From an optimization exercise on the open Yosys and OpenROAD flow, aimed at small area; shortcuts taken in it are not production practice. Function was checked by simulation only, so behaviour that the tests miss may differ from the original. Power figures rest on the tool's default switching activity, not on a simulated workload.

==> run a: inputs <==
==> flow/design.v <==
package cpu_pkg;
    typedef logic [32-1:0] word_t;
    typedef struct packed {
        word_t                  addr;
        word_t                  wdata;
        logic [32/8-1:0] wstrb;
        logic                   write;
        logic                   read;
    } mem_req_t;
    typedef struct packed {
        logic       valid;
        logic       wen;
        logic [4:0] waddr;
        word_t      wdata;
        word_t      pc;
    } retire_t;
endpackage
module cpu_regfile (
    input  logic       clk,
    input  logic [4:0] raddr1,
    input  logic [4:0] raddr2,
    output logic       rbit1,
    output logic       rbit2,
    input  logic       wen,
    input  logic [4:0] waddr,
    input  logic       wbit
);
    logic [31:0] regs [1:31];
    logic [31:0] lsb;
    assign lsb[0] = 1'b0;
    genvar r;
    generate
        for (r = 1; r < 32; r++) begin : g_reg
            always_ff @(posedge clk) begin
                regs[r] <= {(wen && waddr == r) ? wbit : regs[r][0], regs[r][31:1]};
            end
            assign lsb[r] = regs[r][0];
        end
    endgenerate
    assign rbit1 = lsb[raddr1];
    assign rbit2 = lsb[raddr2];
endmodule
module cpu_core (
    input  logic              clk,
    input  logic              rst,
    output cpu_pkg::word_t    pc,
    output logic              inst_req_valid,
    input  logic              inst_req_ready,
    input  cpu_pkg::word_t    instruction,
    input  logic              inst_valid,
    output logic              inst_ready,
    output cpu_pkg::mem_req_t mem_req,
    input  logic              mem_req_ready,
    input  cpu_pkg::word_t    read_data,
    input  logic              read_data_valid,
    output logic              read_data_ready,
    output cpu_pkg::retire_t  retire
);
    localparam logic [2:0] S_BOOT  = 3'd0;
    localparam logic [2:0] S_FETCH = 3'd1;
    localparam logic [2:0] S_SLT2  = 3'd2;
    localparam logic [2:0] S_SH2   = 3'd3;
    localparam logic [2:0] S_SH3   = 3'd4;
    localparam logic [2:0] S_LDW   = 3'd5;
    localparam logic [2:0] S_STW   = 3'd6;
    localparam logic [2:0] S_RD2   = 3'd7;
    localparam logic [3:0] M_IDLE = 4'd0;
    localparam logic [3:0] M_BOOT = 4'd1;
    localparam logic [3:0] M_EX1  = 4'd2;
    localparam logic [3:0] M_SLT2 = 4'd3;
    localparam logic [3:0] M_SH2  = 4'd4;
    localparam logic [3:0] M_SH3  = 4'd5;
    localparam logic [3:0] M_LD2  = 4'd6;
    localparam logic [3:0] M_ST2  = 4'd7;
    localparam logic [3:0] M_RD2  = 4'd8;
    logic [4:0]  ph;
    logic        ph0;
    logic        ph2;
    logic        ph31;
    logic [2:0]  st;
    logic [3:0]  mode_q;
    logic [3:0]  mode_start;
    logic [3:0]  mode;
    logic        st_done_q;
    logic        rdreq_q;
    logic        req_q;
    logic        ipc_inc4;
    assign ph0  = (ph == 5'd0);
    assign ph2  = (ph == 5'd2);
    assign ph31 = (ph == 5'd31);
    logic [31:0] ir;
    logic [6:0]  opc;
    logic [2:0]  f3;
    logic        is_op, is_opi, is_alu, is_lui, is_jal, is_br, is_lw, is_sw;
    logic        is_shift, is_slt, reg_write, is_sub, use_imm;
    assign ir        = instruction;
    assign opc       = ir[6:0];
    assign f3        = ir[14:12];
    assign is_op     = (opc == 7'b0110011);
    assign is_opi    = (opc == 7'b0010011);
    assign is_alu    = is_op | is_opi;
    assign is_lui    = (opc == 7'b0110111);
    assign is_jal    = (opc == 7'b1101111);
    assign is_br     = (opc == 7'b1100011);
    assign is_lw     = (opc == 7'b0000011) && (f3 == 3'b010);
    assign is_sw     = (opc == 7'b0100011) && (f3 == 3'b010);
    assign is_shift  = is_alu && (f3[1:0] == 2'b01);
    assign is_slt    = is_alu && (f3[2:1] == 2'b01);
    assign reg_write = is_alu | is_lui | is_jal | is_lw;
    assign is_sub    = (is_op && f3 == 3'b000 && ir[30]) | is_br | is_slt;
    assign use_imm   = is_opi | is_lw | is_sw | is_lui;
    logic [31:0] imm;
    always_comb begin
        if (opc == 7'b0100011)
            imm = {{20{ir[31]}}, ir[31:25], ir[11:7]};
        else if (is_br)
            imm = {{19{ir[31]}}, ir[31], ir[7], ir[30:25], ir[11:8], 1'b0};
        else if (is_jal)
            imm = {{11{ir[31]}}, ir[31], ir[19:12], ir[20], ir[30:21], 1'b0};
        else if (is_lui)
            imm = {ir[31:12], 12'b0};
        else
            imm = {{20{ir[31]}}, ir[31:20]};
    end
    logic imm_bit;
    assign imm_bit = imm[ph];
    always_comb begin
        case (st)
            S_BOOT:  mode_start = M_BOOT;
            S_FETCH: mode_start = inst_valid ? M_EX1 : M_IDLE;
            S_SLT2:  mode_start = M_SLT2;
            S_SH2:   mode_start = M_SH2;
            S_SH3:   mode_start = M_SH3;
            S_LDW:   mode_start = read_data_valid ? M_LD2 : M_IDLE;
            S_STW:   mode_start = (st_done_q || mem_req_ready) ? M_ST2 : M_IDLE;
            default: mode_start = M_RD2;
        endcase
    end
    assign mode = ph0 ? mode_start : mode_q;
    logic m_boot, m_ex1, m_slt2, m_sh2, m_sh3, m_ld2, m_st2, m_rd2;
    assign m_boot = (mode == M_BOOT);
    assign m_ex1  = (mode == M_EX1);
    assign m_slt2 = (mode == M_SLT2);
    assign m_sh2  = (mode == M_SH2);
    assign m_sh3  = (mode == M_SH3);
    assign m_ld2  = (mode == M_LD2);
    assign m_st2  = (mode == M_ST2);
    assign m_rd2  = (mode == M_RD2);
    logic rs1_bit, rs2_bit, rf_wen, wbit;
    cpu_regfile u_regfile (
        .clk    (clk),
        .raddr1 (ir[19:15]),
        .raddr2 (ir[24:20]),
        .rbit1  (rs1_bit),
        .rbit2  (rs2_bit),
        .wen    (rf_wen),
        .waddr  (ir[11:7]),
        .wbit   (wbit)
    );
    logic [31:0] ipc;
    logic        ipc_c, ipc_a, ipc_add, ipc_ci, ipc_sum;
    assign ipc_a   = m_boot ? 1'b0 : ipc[0];
    assign ipc_add = m_ex1 ? (ipc_inc4 & ph2) : (m_rd2 & imm_bit);
    assign ipc_ci  = ph0 ? 1'b0 : ipc_c;
    assign ipc_sum = ipc_a ^ ipc_add ^ ipc_ci;
    always_ff @(posedge clk) begin
        ipc   <= {ipc_sum, ipc[31:1]};
        ipc_c <= (ipc_a & ipc_add) | (ipc_a & ipc_ci) | (ipc_add & ipc_ci);
    end
    logic a, b_raw, b, cin, sum, cout, alu_c, alu_out;
    logic eq_q, eq, lt, ltu, taken, redirect, lt_q, sign_q;
    logic [4:0] s_reg;
    assign a     = is_jal ? ipc_sum : (is_lui ? 1'b0 : rs1_bit);
    assign b_raw = is_jal ? ph2 : (use_imm ? imm_bit : rs2_bit);
    assign b     = b_raw ^ is_sub;
    assign cin   = ph0 ? is_sub : alu_c;
    assign sum   = a ^ b ^ cin;
    assign cout  = (a & b) | (a & cin) | (b & cin);
    always_comb begin
        alu_out = sum;
        if (is_alu) begin
            case (f3)
                3'b100:  alu_out = a ^ b_raw;
                3'b110:  alu_out = a | b_raw;
                3'b111:  alu_out = a & b_raw;
                default: alu_out = sum;
            endcase
        end
    end
    assign ltu = ~cout;
    assign lt  = (a ^ b_raw) ? a : ltu;
    assign eq  = eq_q & ~(a ^ b_raw);
    always_comb begin
        case (f3)
            3'b000:  taken = eq;
            3'b001:  taken = ~eq;
            3'b100:  taken = lt;
            3'b101:  taken = ~lt;
            3'b110:  taken = ltu;
            3'b111:  taken = ~ltu;
            default: taken = 1'b0;
        endcase
    end
    assign redirect = is_jal | (is_br & taken);
    always_ff @(posedge clk) begin
        alu_c <= cout;
        eq_q  <= (ph0 | eq_q) & ~(a ^ b_raw);
        if (m_ex1 && ph31) begin
            lt_q   <= f3[0] ? ltu : lt;
            sign_q <= a;
        end
        if (m_ex1 && ph < 5'd5) begin
            s_reg <= {b_raw, s_reg[4:1]};
        end
    end
    logic [31:0] t;
    logic        sll, sh_mask, sh_out, rot, t_en, t_in;
    logic [5:0]  ps;
    assign sll     = ~f3[2];
    assign ps      = {1'b0, ph} + {1'b0, s_reg};
    assign sh_mask = sll ? (ph < s_reg) : ps[5];
    assign sh_out  = sh_mask ? (~sll & ir[30] & sign_q) : t[0];
    assign rot     = sll ? (ph >= s_reg) : (ph < s_reg);
    always_comb begin
        if (m_slt2)
            wbit = ph0 & lt_q;
        else if (m_sh3)
            wbit = sh_out;
        else if (m_ld2)
            wbit = read_data[ph];
        else
            wbit = alu_out;
    end
    assign rf_wen = (m_ex1 & ((is_alu & ~is_shift & ~is_slt) | is_lui | is_jal)) |
                    m_slt2 | m_sh3 | m_ld2;
    assign t_en = m_ex1 | m_slt2 | m_sh3 | m_ld2 | (m_sh2 & rot);
    always_comb begin
        if (m_ex1)
            t_in = is_sw ? rs2_bit : (is_shift ? rs1_bit : alu_out);
        else if (m_sh2)
            t_in = t[0];
        else
            t_in = wbit;
    end
    always_ff @(posedge clk) begin
        if (t_en) t <= {t_in, t[31:1]};
    end
    logic [31:2] preg;
    logic        p_c, p_add, p_ci, p_sum, pbit, pwe, p31;
    assign p_add = ph2 & ~m_rd2 & ~m_boot;
    assign p_ci  = ph0 ? 1'b0 : p_c;
    assign p_sum = ipc_sum ^ p_add ^ p_ci;
    assign pbit  = (m_ex1 & (is_lw | is_sw)) ? sum : p_sum;
    assign pwe   = m_ex1 | m_ld2 | m_st2 | m_rd2 | m_boot;
    assign p31   = (ph31 & pwe) ? pbit : preg[31];
    always_ff @(posedge clk) begin
        p_c <= (ipc_sum & p_add) | (ipc_sum & p_ci) | (p_add & p_ci);
    end
    genvar gi;
    generate
        for (gi = 2; gi < 32; gi++) begin : g_preg
            always_ff @(posedge clk) begin
                if (pwe && ph == gi) preg[gi] <= pbit;
            end
        end
    endgenerate
    logic done_now, req_now, ret_now, rdreq_now;
    assign done_now  = ph31 & ((m_ex1 & ~(is_slt | is_shift | is_lw | is_sw | redirect)) |
                               m_slt2 | m_sh3 | m_ld2 | m_st2 | m_rd2);
    assign ret_now   = ph31 & ((m_ex1 & ~(is_slt | is_shift | is_lw | is_sw)) |
                               m_slt2 | m_sh3 | m_ld2 | m_st2);
    assign req_now   = done_now | (ph31 & m_boot);
    assign rdreq_now = ph31 & m_ex1 & is_lw;
    assign inst_req_valid  = req_now | req_q;
    assign inst_ready      = done_now;
    assign read_data_ready = ph31 & m_ld2;
    assign pc              = {p31, preg[30:2], 2'b00};
    assign mem_req.addr  = {p31, preg[30:2], 2'b00};
    assign mem_req.wdata = t;
    assign mem_req.wstrb = '1;
    assign mem_req.read  = rdreq_now | rdreq_q;
    assign mem_req.write = (st == S_STW) & ~st_done_q;
    assign retire.valid = ret_now;
    assign retire.wen   = reg_write;
    assign retire.waddr = ir[11:7];
    assign retire.wdata = {wbit, t[31:1]};
    assign retire.pc    = {ipc_sum, ipc[31:1]};
    always_ff @(posedge clk) begin
        if (rst) begin
            ph        <= 5'd0;
            st        <= S_BOOT;
            mode_q    <= M_IDLE;
            st_done_q <= 1'b0;
            rdreq_q   <= 1'b0;
            req_q     <= 1'b0;
            ipc_inc4  <= 1'b0;
        end else begin
            ph      <= ph + 5'd1;
            mode_q  <= mode;
            rdreq_q <= mem_req.read & ~mem_req_ready;
            req_q   <= inst_req_valid & ~inst_req_ready;
            if (mem_req.write && mem_req_ready) st_done_q <= 1'b1;
            if (done_now) ipc_inc4 <= ~m_rd2;
            if (ph31) begin
                case (mode)
                    M_BOOT: st <= S_FETCH;
                    M_EX1: begin
                        if (is_slt)        st <= S_SLT2;
                        else if (is_shift) st <= S_SH2;
                        else if (is_lw)    st <= S_LDW;
                        else if (is_sw)    st <= S_STW;
                        else if (redirect) st <= S_RD2;
                        else               st <= S_FETCH;
                    end
                    M_SH2: st <= S_SH3;
                    M_SLT2, M_SH3, M_LD2, M_RD2: st <= S_FETCH;
                    M_ST2: begin
                        st        <= S_FETCH;
                        st_done_q <= 1'b0;
                    end
                    default: ;
                endcase
            end
        end
    end
endmodule
module cpu_top (
    input  logic        clk,
    input  logic        rst,
    output logic [31:0] pc,
    output logic        inst_req_valid,
    input  logic        inst_req_ready,
    input  logic [31:0] instruction,
    input  logic        inst_valid,
    output logic        inst_ready,
    output logic [31:0] mem_addr,
    output logic [31:0] mem_wdata,
    output logic [3:0]  mem_wstrb,
    output logic        mem_write,
    output logic        mem_read,
    input  logic        mem_req_ready,
    input  logic [31:0] read_data,
    input  logic        read_data_valid,
    output logic        read_data_ready,
    output logic        retire_valid,
    output logic        retire_wen,
    output logic [4:0]  retire_waddr,
    output logic [31:0] retire_wdata,
    output logic [31:0] retire_pc
);
    cpu_pkg::mem_req_t mem_req;
    cpu_pkg::retire_t  retire;
    cpu_core u_core (
        .clk             (clk),
        .rst             (rst),
        .pc              (pc),
        .inst_req_valid  (inst_req_valid),
        .inst_req_ready  (inst_req_ready),
        .instruction     (instruction),
        .inst_valid      (inst_valid),
        .inst_ready      (inst_ready),
        .mem_req         (mem_req),
        .mem_req_ready   (mem_req_ready),
        .read_data       (read_data),
        .read_data_valid (read_data_valid),
        .read_data_ready (read_data_ready),
        .retire          (retire)
    );
    assign mem_addr     = mem_req.addr;
    assign mem_wdata    = mem_req.wdata;
    assign mem_wstrb    = mem_req.wstrb;
    assign mem_write    = mem_req.write;
    assign mem_read     = mem_req.read;
    assign retire_valid = retire.valid;
    assign retire_wen   = retire.wen;
    assign retire_waddr = retire.waddr;
    assign retire_wdata = retire.wdata;
    assign retire_pc    = retire.pc;
endmodule
==> flow/run.sh <==
#!/bin/bash
# synth_recipe.tcl (not shown) runs the flow's synth.tcl, then flattens the netlist and writes it again
# the make line also repeats each setting of config.mk as NAME=value (left out here)
make -C /OpenROAD-flow-scripts/flow DESIGN_CONFIG=/design/flow/config.mk WORK_HOME=/design/flow/orfs CLKGATE_MAP_FILE= SYNTH_SCRIPT=/design/flow/synth_recipe.tcl finish
==> flow/config.mk <==
export PLATFORM = sky130hd
export DESIGN_NAME = cpu_top
export DESIGN_NICKNAME = cpu_top
export VERILOG_FILES = /design/flow/design.v
export SDC_FILE = /design/flow/constraint.sdc
export NUM_CORES = 4
export LEC_CHECK = 0
export CAP_MARGIN = 20
export CORE_MARGIN = 2
export CORE_UTILIZATION = 40
export SLEW_MARGIN = 20
==> flow/constraint.sdc <==
create_clock -name core_clock -period 8.0 [get_ports {clk}]
set_input_delay 1.6000 -clock core_clock [delete_from_list [all_inputs] [get_ports {clk}]]
set_output_delay 1.6000 -clock core_clock [all_outputs]
set_load 0.01 [all_outputs]
==> run b: changes against run a <==
--- a/flow/design.v
+++ b/flow/design.v
@@ -56,14 +56,15 @@
     output logic              read_data_ready,
     output cpu_pkg::retire_t  retire
 );
-    localparam logic [2:0] S_BOOT  = 3'd0;
-    localparam logic [2:0] S_FETCH = 3'd1;
-    localparam logic [2:0] S_SLT2  = 3'd2;
-    localparam logic [2:0] S_SH2   = 3'd3;
-    localparam logic [2:0] S_SH3   = 3'd4;
-    localparam logic [2:0] S_LDW   = 3'd5;
-    localparam logic [2:0] S_STW   = 3'd6;
-    localparam logic [2:0] S_RD2   = 3'd7;
+    localparam logic [3:0] S_BOOT  = 4'd0;
+    localparam logic [3:0] S_FETCH = 4'd1;
+    localparam logic [3:0] S_SLT2  = 4'd2;
+    localparam logic [3:0] S_SH2   = 4'd3;
+    localparam logic [3:0] S_SH3   = 4'd4;
+    localparam logic [3:0] S_LDW   = 4'd5;
+    localparam logic [3:0] S_STW   = 4'd6;
+    localparam logic [3:0] S_RD2   = 4'd7;
+    localparam logic [3:0] S_RDB   = 4'd8;
     localparam logic [3:0] M_IDLE = 4'd0;
     localparam logic [3:0] M_BOOT = 4'd1;
     localparam logic [3:0] M_EX1  = 4'd2;
@@ -73,11 +74,12 @@
     localparam logic [3:0] M_LD2  = 4'd6;
     localparam logic [3:0] M_ST2  = 4'd7;
     localparam logic [3:0] M_RD2  = 4'd8;
+    localparam logic [3:0] M_RDB  = 4'd9;
     logic [4:0]  ph;
     logic        ph0;
     logic        ph2;
     logic        ph31;
-    logic [2:0]  st;
+    logic [3:0]  st;
     logic [3:0]  mode_q;
     logic [3:0]  mode_start;
     logic [3:0]  mode;
@@ -85,6 +87,7 @@
     logic        rdreq_q;
     logic        req_q;
     logic        ipc_inc4;
+    logic        disc;
     assign ph0  = (ph == 5'd0);
     assign ph2  = (ph == 5'd2);
     assign ph31 = (ph == 5'd31);
@@ -127,17 +130,19 @@
     always_comb begin
         case (st)
             S_BOOT:  mode_start = M_BOOT;
-            S_FETCH: mode_start = inst_valid ? M_EX1 : M_IDLE;
+            S_FETCH: mode_start = (inst_valid && !disc) ? M_EX1 : M_IDLE;
             S_SLT2:  mode_start = M_SLT2;
             S_SH2:   mode_start = M_SH2;
             S_SH3:   mode_start = M_SH3;
             S_LDW:   mode_start = read_data_valid ? M_LD2 : M_IDLE;
             S_STW:   mode_start = (st_done_q || mem_req_ready) ? M_ST2 : M_IDLE;
-            default: mode_start = M_RD2;
+            S_RD2:   mode_start = M_RD2;
+            default: mode_start = req_q ? M_IDLE : M_RDB;
         endcase
     end
     assign mode = ph0 ? mode_start : mode_q;
-    logic m_boot, m_ex1, m_slt2, m_sh2, m_sh3, m_ld2, m_st2, m_rd2;
+    logic m_boot, m_ex1, m_slt2, m_sh2, m_sh3, m_ld2, m_st2, m_rd2, m_rdb;
+    assign m_rdb  = (mode == M_RDB);
     assign m_boot = (mode == M_BOOT);
     assign m_ex1  = (mode == M_EX1);
     assign m_slt2 = (mode == M_SLT2);
@@ -159,7 +164,7 @@
     );
     logic [31:0] ipc;
     logic        ipc_c, ipc_a, ipc_add, ipc_ci, ipc_sum;
-    assign ipc_a   = m_boot ? 1'b0 : ipc[0];
+    assign ipc_a   = m_boot ? 1'b0 : (m_rdb ? t[0] : ipc[0]);
     assign ipc_add = m_ex1 ? (ipc_inc4 & ph2) : (m_rd2 & imm_bit);
     assign ipc_ci  = ph0 ? 1'b0 : ipc_c;
     assign ipc_sum = ipc_a ^ ipc_add ^ ipc_ci;
@@ -168,7 +173,7 @@
         ipc_c <= (ipc_a & ipc_add) | (ipc_a & ipc_ci) | (ipc_add & ipc_ci);
     end
     logic a, b_raw, b, cin, sum, cout, alu_c, alu_out;
-    logic eq_q, eq, lt, ltu, taken, redirect, lt_q, sign_q;
+    logic eq_q, eq, lt, ltu, taken, redirect, lt_q;
     logic [4:0] s_reg;
     assign a     = is_jal ? ipc_sum : (is_lui ? 1'b0 : rs1_bit);
     assign b_raw = is_jal ? ph2 : (use_imm ? imm_bit : rs2_bit);
@@ -207,20 +212,22 @@
         eq_q  <= (ph0 | eq_q) & ~(a ^ b_raw);
         if (m_ex1 && ph31) begin
             lt_q   <= f3[0] ? ltu : lt;
-            sign_q <= a;
         end
         if (m_ex1 && ph < 5'd5) begin
             s_reg <= {b_raw, s_reg[4:1]};
         end
     end
+    logic tg_c, tg_ci, tg_sum;
+    assign tg_ci  = ph0 ? 1'b0 : tg_c;
+    assign tg_sum = ipc_sum ^ imm_bit ^ tg_ci;
+    always_ff @(posedge clk) begin
+        tg_c <= (ipc_sum & imm_bit) | (ipc_sum & tg_ci) | (imm_bit & tg_ci);
+    end
     logic [31:0] t;
-    logic        sll, sh_mask, sh_out, rot, t_en, t_in;
-    logic [5:0]  ps;
-    assign sll     = ~f3[2];
-    assign ps      = {1'b0, ph} + {1'b0, s_reg};
-    assign sh_mask = sll ? (ph < s_reg) : ps[5];
-    assign sh_out  = sh_mask ? (~sll & ir[30] & sign_q) : t[0];
-    assign rot     = sll ? (ph >= s_reg) : (ph < s_reg);
+    logic        sll, lt_s, sh_out, t_en, t_in;
+    assign sll    = ~f3[2];
+    assign lt_s   = (ph < s_reg);
+    assign sh_out = (sll & lt_s) ? 1'b0 : t[0];
     always_comb begin
         if (m_slt2)
             wbit = ph0 & lt_q;
@@ -233,11 +240,13 @@
     end
     assign rf_wen = (m_ex1 & ((is_alu & ~is_shift & ~is_slt) | is_lui | is_jal)) |
                     m_slt2 | m_sh3 | m_ld2;
-    assign t_en = m_ex1 | m_slt2 | m_sh3 | m_ld2 | (m_sh2 & rot);
+    assign t_en = m_ex1 | m_slt2 | m_sh3 | m_ld2 | m_rdb | (m_sh2 & (sll ^ lt_s));
     always_comb begin
         if (m_ex1)
-            t_in = is_sw ? rs2_bit : (is_shift ? rs1_bit : alu_out);
+            t_in = is_sw ? rs2_bit : (is_shift ? rs1_bit : (is_br ? tg_sum : alu_out));
         else if (m_sh2)
+            t_in = sll ? t[0] : (ir[30] & t[31]);
+        else if (m_rdb)
             t_in = t[0];
         else
             t_in = wbit;
@@ -247,11 +256,11 @@
     end
     logic [31:2] preg;
     logic        p_c, p_add, p_ci, p_sum, pbit, pwe, p31;
-    assign p_add = ph2 & ~m_rd2 & ~m_boot;
+    assign p_add = ph2 & ~m_rd2 & ~m_rdb & ~m_boot;
     assign p_ci  = ph0 ? 1'b0 : p_c;
     assign p_sum = ipc_sum ^ p_add ^ p_ci;
-    assign pbit  = (m_ex1 & (is_lw | is_sw)) ? sum : p_sum;
-    assign pwe   = m_ex1 | m_ld2 | m_st2 | m_rd2 | m_boot;
+    assign pbit  = (m_ex1 & (is_lw | is_sw)) ? sum : (m_rdb ? t[0] : p_sum);
+    assign pwe   = m_ex1 | m_ld2 | m_st2 | m_rd2 | m_rdb | m_boot;
     assign p31   = (ph31 & pwe) ? pbit : preg[31];
     always_ff @(posedge clk) begin
         p_c <= (ipc_sum & p_add) | (ipc_sum & p_ci) | (p_add & p_ci);
@@ -265,14 +274,14 @@
         end
     endgenerate
     logic done_now, req_now, ret_now, rdreq_now;
-    assign done_now  = ph31 & ((m_ex1 & ~(is_slt | is_shift | is_lw | is_sw | redirect)) |
+    assign done_now  = ph31 & ((m_ex1 & ~(is_slt | is_shift | is_lw | is_sw | is_jal)) |
                                m_slt2 | m_sh3 | m_ld2 | m_st2 | m_rd2);
     assign ret_now   = ph31 & ((m_ex1 & ~(is_slt | is_shift | is_lw | is_sw)) |
                                m_slt2 | m_sh3 | m_ld2 | m_st2);
-    assign req_now   = done_now | (ph31 & m_boot);
+    assign req_now   = done_now | (ph31 & (m_boot | m_rdb));
     assign rdreq_now = ph31 & m_ex1 & is_lw;
     assign inst_req_valid  = req_now | req_q;
-    assign inst_ready      = done_now;
+    assign inst_ready      = done_now | (disc & inst_valid);
     assign read_data_ready = ph31 & m_ld2;
     assign pc              = {p31, preg[30:2], 2'b00};
     assign mem_req.addr  = {p31, preg[30:2], 2'b00};
@@ -294,13 +303,15 @@
             rdreq_q   <= 1'b0;
             req_q     <= 1'b0;
             ipc_inc4  <= 1'b0;
+            disc      <= 1'b0;
         end else begin
+            if (disc && inst_valid) disc <= 1'b0;
             ph      <= ph + 5'd1;
             mode_q  <= mode;
             rdreq_q <= mem_req.read & ~mem_req_ready;
             req_q   <= inst_req_valid & ~inst_req_ready;
             if (mem_req.write && mem_req_ready) st_done_q <= 1'b1;
-            if (done_now) ipc_inc4 <= ~m_rd2;
+            if (done_now) ipc_inc4 <= ~m_rd2 & ~(m_ex1 & redirect);
             if (ph31) begin
                 case (mode)
                     M_BOOT: st <= S_FETCH;
@@ -309,11 +320,15 @@
                         else if (is_shift) st <= S_SH2;
                         else if (is_lw)    st <= S_LDW;
                         else if (is_sw)    st <= S_STW;
-                        else if (redirect) st <= S_RD2;
+                        else if (is_jal)   st <= S_RD2;
+                        else if (redirect) begin
+                            st   <= S_RDB;
+                            disc <= 1'b1;
+                        end
                         else               st <= S_FETCH;
                     end
                     M_SH2: st <= S_SH3;
-                    M_SLT2, M_SH3, M_LD2, M_RD2: st <= S_FETCH;
+                    M_SLT2, M_SH3, M_LD2, M_RD2, M_RDB: st <= S_FETCH;
                     M_ST2: begin
                         st        <= S_FETCH;
                         st_done_q <= 1'b0;
==> flow/flow/run.sh (new file) <==
#!/bin/bash
# The standard layout (standard.sh), with two changes:
#  - port buffers use sky130_fd_sc_hd__buf_1 instead of the default choice
#  - the clock tree uses clkbuf_4 cells in small clusters and no dummy loads
# Every tool's output goes to the logs under orfs/logs; make's own output to standard.log.
export BUFFER_PORTS_ARGS="-buffer_cell sky130_fd_sc_hd__buf_1"
export CTS_ARGS="-sink_clustering_enable -repair_clock_nets -dont_use_dummy_load -buf_list sky130_fd_sc_hd__clkbuf_4 -sink_clustering_size 12 -sink_clustering_max_diameter 40"
bash standard.sh > standard.log 2>&1
==> flow/standard.sh (new file) <==
#!/bin/bash
# synth_recipe.tcl (not shown) runs the flow's synth.tcl, then flattens the netlist and writes it again
# the make line also repeats each setting of config.mk as NAME=value (left out here)
make -C /OpenROAD-flow-scripts/flow DESIGN_CONFIG=/design/flow/config.mk WORK_HOME=/design/flow/orfs CLKGATE_MAP_FILE= SYNTH_SCRIPT=/design/flow/synth_recipe.tcl "${@:-finish}"
--- a/flow/config.mk
+++ b/flow/config.mk
@@ -7,5 +7,5 @@
 export LEC_CHECK = 0
 export CAP_MARGIN = 20
 export CORE_MARGIN = 2
-export CORE_UTILIZATION = 40
+export CORE_UTILIZATION = 65
 export SLEW_MARGIN = 20
removed: flow/run.sh
==> run c: changes against run a <==
--- a/flow/config.mk
+++ b/flow/config.mk
@@ -8,4 +8,5 @@
 export CAP_MARGIN = 20
 export CORE_MARGIN = 2
 export CORE_UTILIZATION = 40
+export CTS_BUF_LIST = sky130_fd_sc_hd__clkbuf_4
 export SLEW_MARGIN = 20
==> qor summary <==
item                                                                                                                   run c                                  run a                                 run b
Run status                                                                                  no timing/DRC/antenna violations       no timing/DRC/antenna violations      no timing/DRC/antenna violations
Share of the synthesized area in compound gates (AO/OA/AOI/OAI)                                                       4.013%                                 4.013%                                3.426%
Portion of total power attributed to sequential cells                                                                  54.9%                                  52.4%                                 69.5%
Post-synthesis share of cell area spent on full adders, half adders and majority gates                                1.020%                                 1.020%                               0.8689%
Reported net switching power                                                                                        2.200 mW                               2.207 mW                              1.817 mW
Worst hold start                                                                        u_core.u_regfile.regs[5][23]$_DFF_P_  u_core.u_regfile.regs[22][24]$_DFF_P_  u_core.u_regfile.regs[18][3]$_DFF_P_
Maximum buffer depth of the clock tree                                                                                     4                                      3                                     3
Routed wire length on met2                                                                                          23.74 mm                               22.41 mm                              22.48 mm
Initial cell density of the core                                                                                      40.57%                                 40.57%                                66.15%
Routed vias                                                                                                            14410                                  13340                                 12820
Inserted Clock Buffers                                                                                                   281                                     98                                   110
Area share of the largest cell type after synthesis                                                                   74.72%                                 74.72%                                75.03%
Power in the clock group                                                                                             4.23 mW                                4.72 mW                               2.10 mW
Y dimension of the die                                                                                              268.4 µm                               268.4 µm                              211.3 µm
Routed vias/inst                                                                                                       4.273                                  4.296                                 5.028
Sinks on the clock net                                                                                                  1113                                   1113                                  1115
Synthesis-to-layout area growth                                                                                       23.37%                                 24.08%                                5.514%
FFs & Latches                                                                                                           1113                                   1113                                  1115
Uppermost signal routing layer after detailed routing                                                                   met4                                   met5                                  met4
Hold Crit Endpoint                                                                      u_core.u_regfile.regs[5][22]$_DFF_P_  u_core.u_regfile.regs[22][23]$_DFF_P_  u_core.u_regfile.regs[18][2]$_DFF_P_
Termination of the worst setup path                                                                           inst_req_valid                         inst_req_valid                      retire_wdata[31]
Number of synthesized flops with an enable pin                                                                            69                                     69                                    68
Peak ir drop on the vdd network                                                                                  0.0001862 V                            0.0003063 V                           0.0002026 V

[static timing again, ports no longer ideal]
How much do the figures lean on ideal ports? The routed layouts below were timed once more, with nothing changed but the port constraints. Step 1: set_driving_cell puts a clkbuf_16 on clk and a buf_2 on each other input, an assumption about the parent block. Step 2 times the ports against the registers' clock, not the clock port: input delays grow and output delays shrink by t, the midpoint of the rising clock arrivals with the driver on. Three values: no drivers, after step 1, after step 2; two values: the first two.
run	t, ns	setup slack, ns	worst register clock-pin slew, ns	worst data-port slew with drivers (ns)
run a	0.691	0.236 / 0.209 / 0.209	0.07 / 0.07	0.10
run b	0.879	0.340 / 0.302 / 0.302	0.12 / 0.12	0.10
run c	1.039	0.271 / 0.240 / 0.240	0.07 / 0.07	0.11
After both steps setup and hold are still met in every run listed. For run b, which loses most, drivers alone change the setup slack by -0.038 ns; drivers and shift together by -0.038 ns.
